Source: an optimization exercise on an open RTL-to-GDS flow (aim: small area, a short achievable clock period and few clock cycles per item). Production flows keep margins and buffers that such runs may drop.
Function was checked by simulation only, so behaviour that the tests miss may differ from the original.
Power figures rest on the tool's default switching activity, not on a simulated workload.

<file path="flow/run.sh">
#!/bin/bash
# synth_recipe.tcl (not shown) runs the flow's synth.tcl, then flattens the netlist and writes it again
# the make line also repeats each setting of config.mk as NAME=value (left out here)
make -C /OpenROAD-flow-scripts/flow DESIGN_CONFIG=/design/flow/config.mk WORK_HOME=/design/flow/orfs CLKGATE_MAP_FILE= SYNTH_SCRIPT=/design/flow/synth_recipe.tcl finish
</file>
<file path="flow/constraint.sdc">
create_clock -name core_clock -period 5.5 [get_ports {gclk}]
set_input_delay 1.1000 -clock core_clock [delete_from_list [all_inputs] [get_ports {gclk}]]
set_output_delay 1.1000 -clock core_clock [all_outputs]
set_load 0.01 [all_outputs]
</file>
<file path="flow/design.v">
package aud_dma_pkg;
    typedef enum logic [1:0] {
        ST_IDLE = 2'd0,
        ST_REQ  = 2'd1,
        ST_DATA = 2'd2
    } dma_state_t;
    localparam logic [2:0]  AXI_SIZE_64    = 3'd3;
    localparam logic [1:0]  AXI_BURST_INCR = 2'b01;
    localparam int unsigned BYTES_PER_BEAT = 8;
    function automatic logic [31:0] burst_bytes(input logic [4:0] beats);
        burst_bytes = {27'd0, beats} * BYTES_PER_BEAT;
    endfunction
endpackage
module aud_rd_fifo #(
    parameter int DW    = 64,
    parameter int DEPTH = 32
) (
    input  logic                     clk,
    input  logic                     rst_n,
    input  logic                     push,
    input  logic [DW-1:0]            push_data,
    input  logic                     pop,
    output logic [DW-1:0]            pop_data,
    output logic                     not_empty,
    output logic [$clog2(DEPTH):0]   free
);
    localparam int            AW      = $clog2(DEPTH);
    localparam logic [AW:0]   DEPTH_C = DEPTH[AW:0];
    localparam logic [AW:0]   CNT_ONE = {{AW{1'b0}}, 1'b1};
    localparam logic [AW-1:0] PTR_ONE = {{(AW-1){1'b0}}, 1'b1};
    logic [DW-1:0] mem_r [DEPTH];
    logic [AW-1:0] wr_ptr_r;
    logic [AW-1:0] rd_ptr_r;
    logic [AW:0]   count_r;
    logic          not_empty_r;
    logic [AW:0]   count_s;
    logic          push_ok_s;
    logic          pop_ok_s;
    always_comb begin
        pop_ok_s  = pop && (count_r != '0);
        push_ok_s = push && ((count_r != DEPTH_C) || pop_ok_s);
        case ({push_ok_s, pop_ok_s})
            2'b10:   count_s = count_r + CNT_ONE;
            2'b01:   count_s = count_r - CNT_ONE;
            default: count_s = count_r;
        endcase
    end
    always_ff @(posedge clk) begin
        if (push_ok_s) begin
            mem_r[wr_ptr_r] <= push_data;
        end
    end
    always_ff @(posedge clk or negedge rst_n) begin
        if (!rst_n) begin
            wr_ptr_r    <= '0;
            rd_ptr_r    <= '0;
            count_r     <= '0;
            not_empty_r <= 1'b0;
        end else begin
            if (push_ok_s) begin
                wr_ptr_r <= wr_ptr_r + PTR_ONE;
            end
            if (pop_ok_s) begin
                rd_ptr_r <= rd_ptr_r + PTR_ONE;
            end
            count_r     <= count_s;
            not_empty_r <= (count_s != '0);
        end
    end
    assign pop_data  = mem_r[rd_ptr_r];
    assign not_empty = not_empty_r;
    assign free      = DEPTH_C - count_r;
endmodule
module audio_rd_dma #(
    parameter int              ID_W        = 4,
    parameter logic [ID_W-1:0] AXI_ID      = 1,
    parameter int              BURST_BEATS = 8,
    parameter int              FIFO_DEPTH  = 32
) (
    input  logic            gclk,
    input  logic            gresetn,
    input  logic            cfg_start,
    input  logic            cfg_stop,
    input  logic [31:0]     cfg_base,
    input  logic [15:0]     cfg_words,
    input  logic            cfg_loop,
    output logic            busy,
    output logic            done,
    output logic            err,
    output logic [ID_W-1:0] aid,
    output logic [31:0]     aaddr,
    output logic            avalid,
    output logic            awrite,
    output logic [3:0]      alen,
    output logic [2:0]      asize,
    output logic [1:0]      aburst,
    input  logic            aready,
    input  logic [ID_W-1:0] rid,
    input  logic [63:0]     rdata,
    input  logic            rlast,
    input  logic            rvalid,
    output logic            rready,
    output logic [63:0]     smp_data,
    output logic            smp_valid,
    input  logic            smp_ready
);
    localparam int          FW         = $clog2(FIFO_DEPTH) + 1;
    localparam logic [4:0]  BB_LEN     = BURST_BEATS[4:0];
    localparam logic [15:0] BB_WORDS   = BURST_BEATS[15:0];
    localparam logic [FW-1:0] BB_FREE  = BURST_BEATS[FW-1:0];
    localparam logic [31:0] ALIGN_MASK = (BURST_BEATS == 16) ? 32'hFFFF_FF80
                                                             : 32'hFFFF_FFC0;
    function automatic logic [4:0] burst_len(input logic [15:0] rem);
        if (rem >= BB_WORDS) begin
            burst_len = BB_LEN;
        end else begin
            burst_len = rem[4:0];
        end
    endfunction
    function automatic logic [3:0] to_alen(input logic [4:0] beats);
        logic [4:0] tmp;
        tmp = beats - 5'd1;
        to_alen = tmp[3:0];
    endfunction
    aud_dma_pkg::dma_state_t    state_r, nxt_state_s;
    logic [31:0]   base_r, nxt_base_s;
    logic [15:0]   words_r, nxt_words_s;
    logic          loop_r, nxt_loop_s;
    logic [15:0]   remaining_r, nxt_remaining_s;
    logic [4:0]    beats_left_r, nxt_beats_left_s;
    logic          stop_pend_r, nxt_stop_s;
    logic          err_r, nxt_err_s;
    logic          busy_r, nxt_busy_s;
    logic          done_r, nxt_done_s;
    logic          avalid_r, nxt_avalid_s;
    logic [31:0]   aaddr_r, nxt_aaddr_s;
    logic [3:0]    alen_r, nxt_alen_s;
    logic          rready_r, nxt_rready_s;
    logic          stop_now_s;
    logic          beat_s;
    logic          last_exp_s;
    logic [4:0]    cur_len_s;
    logic          fifo_push_s;
    logic [FW-1:0] fifo_free_s;
    logic          fifo_not_empty_s;
    logic [63:0]   fifo_data_s;
    always_ff @(posedge gclk or negedge gresetn) begin
        if (!gresetn) begin
            state_r <= aud_dma_pkg::ST_IDLE;
        end else begin
            state_r <= nxt_state_s;
        end
    end
    always_comb begin
        nxt_state_s      = state_r;
        nxt_base_s       = base_r;
        nxt_words_s      = words_r;
        nxt_loop_s       = loop_r;
        nxt_remaining_s  = remaining_r;
        nxt_beats_left_s = beats_left_r;
        nxt_stop_s       = stop_pend_r | cfg_stop;
        nxt_err_s        = err_r;
        nxt_busy_s       = busy_r;
        nxt_done_s       = 1'b0;
        nxt_avalid_s     = avalid_r;
        nxt_aaddr_s      = aaddr_r;
        nxt_alen_s       = alen_r;
        nxt_rready_s     = rready_r;
        fifo_push_s      = 1'b0;
        stop_now_s       = stop_pend_r | cfg_stop;
        beat_s           = rvalid & rready_r;
        last_exp_s       = (beats_left_r == 5'd1);
        cur_len_s        = {1'b0, alen_r} + 5'd1;
        case (state_r)
            aud_dma_pkg::ST_IDLE: begin
                nxt_stop_s = 1'b0;
                if (cfg_start) begin
                    nxt_err_s = 1'b0;
                    if (cfg_words != 16'd0) begin
                        nxt_state_s     = aud_dma_pkg::ST_REQ;
                        nxt_busy_s      = 1'b1;
                        nxt_base_s      = cfg_base & ALIGN_MASK;
                        nxt_words_s     = cfg_words;
                        nxt_loop_s      = cfg_loop;
                        nxt_remaining_s = cfg_words;
                        nxt_aaddr_s     = cfg_base & ALIGN_MASK;
                        nxt_alen_s      = to_alen(burst_len(cfg_words));
                    end else begin
                        nxt_done_s = 1'b1;
                    end
                end else begin
                    nxt_state_s = aud_dma_pkg::ST_IDLE;
                end
            end
            aud_dma_pkg::ST_REQ: begin
                if (avalid_r) begin
                    if (aready) begin
                        nxt_avalid_s     = 1'b0;
                        nxt_rready_s     = 1'b1;
                        nxt_state_s      = aud_dma_pkg::ST_DATA;
                        nxt_beats_left_s = cur_len_s;
                        nxt_remaining_s  = remaining_r - {11'd0, cur_len_s};
                    end else begin
                        nxt_avalid_s = 1'b1;
                    end
                end else if (stop_now_s) begin
                    nxt_state_s = aud_dma_pkg::ST_IDLE;
                    nxt_busy_s  = 1'b0;
                    nxt_stop_s  = 1'b0;
                end else if (fifo_free_s >= BB_FREE) begin
                    nxt_avalid_s = 1'b1;
                end else begin
                    nxt_avalid_s = 1'b0;
                end
            end
            aud_dma_pkg::ST_DATA: begin
                if (beat_s) begin
                    if (rid == AXI_ID) begin
                        fifo_push_s = 1'b1;
                    end else begin
                        nxt_err_s = 1'b1;
                    end
                    if (rlast != last_exp_s) begin
                        nxt_err_s = 1'b1;
                    end else begin
                        nxt_err_s = nxt_err_s;
                    end
                    nxt_beats_left_s = beats_left_r - 5'd1;
                    if (last_exp_s) begin
                        nxt_rready_s = 1'b0;
                        if ((remaining_r != 16'd0) && !stop_now_s) begin
                            nxt_state_s = aud_dma_pkg::ST_REQ;
                            nxt_aaddr_s = aaddr_r + aud_dma_pkg::burst_bytes(cur_len_s);
                            nxt_alen_s  = to_alen(burst_len(remaining_r));
                        end else if ((remaining_r == 16'd0) && loop_r && !stop_now_s) begin
                            nxt_state_s     = aud_dma_pkg::ST_REQ;
                            nxt_aaddr_s     = base_r;
                            nxt_remaining_s = words_r;
                            nxt_alen_s      = to_alen(burst_len(words_r));
                        end else begin
                            nxt_state_s = aud_dma_pkg::ST_IDLE;
                            nxt_busy_s  = 1'b0;
                            nxt_stop_s  = 1'b0;
                            nxt_done_s  = !stop_now_s;
                        end
                    end else begin
                        nxt_rready_s = 1'b1;
                    end
                end else begin
                    nxt_state_s = aud_dma_pkg::ST_DATA;
                end
            end
            default: begin
                nxt_state_s  = aud_dma_pkg::ST_IDLE;
                nxt_busy_s   = 1'b0;
                nxt_avalid_s = 1'b0;
                nxt_rready_s = 1'b0;
                nxt_stop_s   = 1'b0;
            end
        endcase
    end
    always_ff @(posedge gclk or negedge gresetn) begin
        if (!gresetn) begin
            base_r       <= 32'd0;
            words_r      <= 16'd0;
            loop_r       <= 1'b0;
            remaining_r  <= 16'd0;
            beats_left_r <= 5'd0;
            stop_pend_r  <= 1'b0;
            err_r        <= 1'b0;
            busy_r       <= 1'b0;
            done_r       <= 1'b0;
            avalid_r     <= 1'b0;
            aaddr_r      <= 32'd0;
            alen_r       <= 4'd0;
            rready_r     <= 1'b0;
        end else begin
            base_r       <= nxt_base_s;
            words_r      <= nxt_words_s;
            loop_r       <= nxt_loop_s;
            remaining_r  <= nxt_remaining_s;
            beats_left_r <= nxt_beats_left_s;
            stop_pend_r  <= nxt_stop_s;
            err_r        <= nxt_err_s;
            busy_r       <= nxt_busy_s;
            done_r       <= nxt_done_s;
            avalid_r     <= nxt_avalid_s;
            aaddr_r      <= nxt_aaddr_s;
            alen_r       <= nxt_alen_s;
            rready_r     <= nxt_rready_s;
        end
    end
    aud_rd_fifo #(
        .DW    (64),
        .DEPTH (FIFO_DEPTH)
    ) u_fifo (
        .clk       (gclk),
        .rst_n     (gresetn),
        .push      (fifo_push_s),
        .push_data (rdata),
        .pop       (smp_ready),
        .pop_data  (fifo_data_s),
        .not_empty (fifo_not_empty_s),
        .free      (fifo_free_s)
    );
    assign busy      = busy_r;
    assign done      = done_r;
    assign err       = err_r;
    assign aid       = AXI_ID;
    assign aaddr     = aaddr_r;
    assign avalid    = avalid_r;
    assign awrite    = 1'b0;
    assign alen      = alen_r;
    assign asize     = aud_dma_pkg::AXI_SIZE_64;
    assign aburst    = aud_dma_pkg::AXI_BURST_INCR;
    assign rready    = rready_r;
    assign smp_data  = fifo_data_s;
    assign smp_valid = fifo_not_empty_s;
endmodule
</file>
<file path="flow/config.mk">
export PLATFORM = sky130hd
export DESIGN_NAME = audio_rd_dma
export DESIGN_NICKNAME = audio_rd_dma
export VERILOG_FILES = /design/flow/design.v
export SDC_FILE = /design/flow/constraint.sdc
export NUM_CORES = 4
export LEC_CHECK = 0
export CAP_MARGIN = 20
export CORE_MARGIN = 2
export CORE_UTILIZATION = 40
export SLEW_MARGIN = 20
</file>
==> flow_summary.toml <==
[global_route]
grt_max_degree = 90
grt_pass1_wl_um = 303000
grt.overflow.total = 0
grt_usage = 0.193
antenna_found_initial = 13
grt_pass1_vias = 41887

[floorplanning]
std_cell_rows = 169
fp.dieW_um = 466
start_util = 0.403
die_area_um2 = 217000
io_pins = 241
die_h_um = 466
core_area_um2 = 212000

[power]
p_leak_nw = 31.1
power.density_nw_per_um2 = 491
vdd_ir_drop_max_mv = 0.359

[synthesis]
synthTopCellsByArea = "edfxtp_1, mux4_2, dfrtp_1"
syn_inst = 3834
syn_area_per_cell_um2 = 22.3
ys_types = 90
synth_top_cell_by_area = "edfxtp_1"
ys_seq_area_frac = 0.755
syn-cell-area_um2 = 85500
synth_edf_count = 2048
synthArstFlopShare = 0.0562
synth_top_flop_cell = "edfxtp_1"
yosys.area.top_type_share = 0.719
yosys_warnings = 2
synth_seq_cells = 2170

[cts]
insertion_delay_ns = 0.88
post_cts_resized = 0
post_cts_buffers = 0
cts_tree = "done"
clock-sinks = 2170
cts.htree.levels = 4
clock-root-buffer = "clkbuf_16"
cts_buffer_depth = 3
cts_hold_buf = 0
cts_buffers = 218
clkTransAtPathRegs_ns = 0.06

[critical_path]
arrival_ns = 4.16
cp.required_ns = 4.40
slowest_stage = "dfrtp_4"
critical_path.max_stage_delay_ns = 0.64
startpoint_type = "flop"
crit_top_cell = "mux4_2"
path_class = "flop to output pin"
path_max_fanout = 23
crit_path_end_kind = "output pin"
crit_chain = "buf_12, buf_4, mux4_2, mux4_2, mux2_2, clkdlybuf4s50_1"

[timing]
slew_viol_final = 0
fin_crit_ns = 5.26
hold_violations = 0
rsz0062_at_grt = "false"
slew_headroom = 0.273
period_share = 0.955
worstMarginPinSlew_ns = 1.09
setup_viol = 0
finalClockSkew_ns = 0.0881
fmax_mhz = 190
tns_ns = 0
setup_ws_ns = 0.245

[outcome]
status = "no timing/DRC/antenna violations"

[finish]
nFillCells = 17381
area_delta_synth_final_pct = 16.5
multi_input_area_um2 = 20100
seq_area_um2 = 64600
post-route-util = 0.469
drive_gt1_frac = 0.278
instances_no_fill = 7220
fin_nets = 4362

[placed_design]
io_buffers = 221
hpwl_um = 110000
pre_cts_ws_ns = 1.02
gp_congestion = 0.816
dp_cells = 6811

[route]
drt_pass1_iterations = 7
antenna_left = 0
drt_wl_total_um = 210000
drc_errors = 0
drt_iter0_drc = 4267
wl_per_cell_um = 29.1
routed_via_density = 5.70
vias = 41136

[flow_run]
cap_violations = 0

[min_path]
hp-class = "input port to asynchronous set/reset pin"
[path summary, 6_finish.rpt]
kind	endpoint	cells past startpoint	slack, ns	from
max	smp_data[50]	6	0.24	u_fifo.rd_ptr_r[0]
min	rready_r	1	0.34	gresetn
max reg2reg	aaddr_r[25]	10	1.61	alen_r[0]
min reg2reg	base_r[14]	1	0.48	base_r[14]
max in group asynchronous	base_r[16]	2	4.06	gresetn
min in group core_clock	base_r[14]	1	0.48	base_r[14]
[cell usage in the layout (no fill, tap or decap), types with 60 or more instances in the layout]
| cell | synthesis | final |
|---|---|---|
| edfxtp_1 | 2048 | 2048 |
| mux4_2 | 640 | 640 |
| clkbuf_16 | 0 | 219 |
| clkdlybuf4s50_1 | 0 | 216 |
| dfrtp_1 | 122 | 117 |
| nand2_1 | 78 | 78 |
| buf_4 | 14 | 75 |
| buf_12 | 0 | 69 |
| mux2_2 | 67 | 67 |
| clkinv_1 | 1 | 66 |
| nor2_1 | 93 | 60 |
[cell type report]
type                       instances  share of cell area
tap                             2821              0.0354
clock buffer                     264              0.0569
timing repair buffer             365              0.0417
sequential                      2170               0.648
multi-input combinational       1420               0.202
clock inverter                   141              0.0140
antenna                            4            0.000101
inverter                          35             0.00132
[sequential cells by signal (all words and copies together) (netlist names), 2 cells and up]
name             cells
aaddr_r             29
alen_r               4
base_r              26
beats_left_r         5
remaining_r         16
state_r              2
u_fifo.count_r       6
u_fifo.mem_r      2048
u_fifo.rd_ptr_r      5
u_fifo.wr_ptr_r      5
words_r             16
[cell usage after synthesis (5+ instances only)]
| cell type | n |
|---|---|
| nand2_1 | 78 |
| nor3_1 | 22 |
| buf_2 | 65 |
| mux4_2 | 640 |
| or4_1 | 6 |
| a31oi_1 | 20 |
| o21ai_1 | 6 |
| a2111oi_0 | 8 |
| xor2_1 | 5 |
| mux2_2 | 67 |
| nor4_1 | 11 |
| o31ai_1 | 8 |
| xnor2_1 | 19 |
| o21a_1 | 9 |
| and3_1 | 12 |
| o221ai_1 | 7 |
| nand4_1 | 11 |
| buf_4 | 14 |
| dfrtp_1 | 122 |
| inv_1 | 34 |
| or3_1 | 7 |
| mux2_1 | 46 |
| nor2_1 | 93 |
| edfxtp_1 | 2048 |
| nor2b_1 | 19 |
| clkbuf_1 | 119 |
| nand2b_1 | 8 |
| nand3_1 | 32 |
| and2_1 | 7 |
| ha_1 | 24 |
| o211ai_1 | 9 |
| a222oi_1 | 5 |
| buf_1 | 21 |
| a21o_1 | 8 |
| o21ai_0 | 55 |
| a221oi_1 | 6 |
| a211oi_1 | 13 |
| a21oi_1 | 45 |
| o22ai_1 | 7 |
| mux2i_1 | 5 |
[kinds of logic (layout without fill, tap and decap cells)]
family / count (synthesis) / in the layout / synth area share
AO/OA/AOI/OAI: 266 / 266 / 0.0216
XOR/XNOR: 24 / 24 / 0.00246
adder cells (fa/ha/maj): 29 / 29 / 0.00448
buffers and inverters: 255 / 805 / 0.0129
flip-flops: 2170 / 2170 / 0.755
multiplexers: 758 / 758 / 0.184
other: 2 / 17 / 0.0000879
AND/OR/NAND/NOR: 330 / 330 / 0.0193
[routing by layer]
| layer | up-vias | routed length (µm) | GRT usage |
|---|---|---|---|
| met5 | - | 69 | 0 |
| met4 | 10 | 4110 | 0.0448 |
| met3 | 290 | 12500 | 0.0331 |
| met2 | 1400 | 105000 | 0.320 |
| met1 | 22400 | 88700 | 0.267 |
| li1 | 17036 | - | - |
[power breakdown]
group	internal, W	switching [W]
Sequential	0.0185	0.000748
Combinational	0.00791	0.00717
Clock	0.00821	0.00635
Total	0.0346	0.0143
[critical path: cells and delay by family, from the launching register on]
family                 cells  cell delay [ns]
muxes                      3             1.44
buffers and inverters      3             1.23
DFF                        1             0.64
[through the flow]
| stage | instance area [µm²] | total power (W) | hold slack (ns) |
|---|---|---|---|
| 3_3_place_gp | 92500 | 0.0349 | 0.461 |
| 5_1_grt | 99600 | 0.0510 | 0.364 |
| 6_report | 99600 | 0.0489 | 0.343 |
| 3_5_place_dp | 92500 | 0.0349 | 0.470 |
| 4_1_cts | 99600 | 0.0495 | 0.321 |
| 2_1_floorplan | 85500 | 0.0295 | 0.449 |
Testbench counts, summed over its fixed seeds: cycles 23,761, items 9,450.

-- re-timing with driven ports --
Ports are ideal in the flow. The routed layout listed here was re-timed in OpenROAD.
Step 1: set_driving_cell puts a clkbuf_16 on gclk and a buf_2 on each other input, an assumption about the parent block.
Step 2 adds t to the input delays and takes it off the output delays; t is the mean of the earliest and latest rising clock arrival at the registers after step 1. Input paths then give back, and output paths get back, about the clock's delay inside the block.
a / b / c = ideal / step 1 / step 2; a / b = the first two.
t (ns): 0.927
setup WS [ns]: 0.245 / 0.153 / 1.080
slew at the worst register clock pin (ns): 0.07 / 0.07
After both steps setup and hold are still met in this run. The setup slack of this run moves by -0.092 ns with the drivers and by +0.835 ns with both steps.
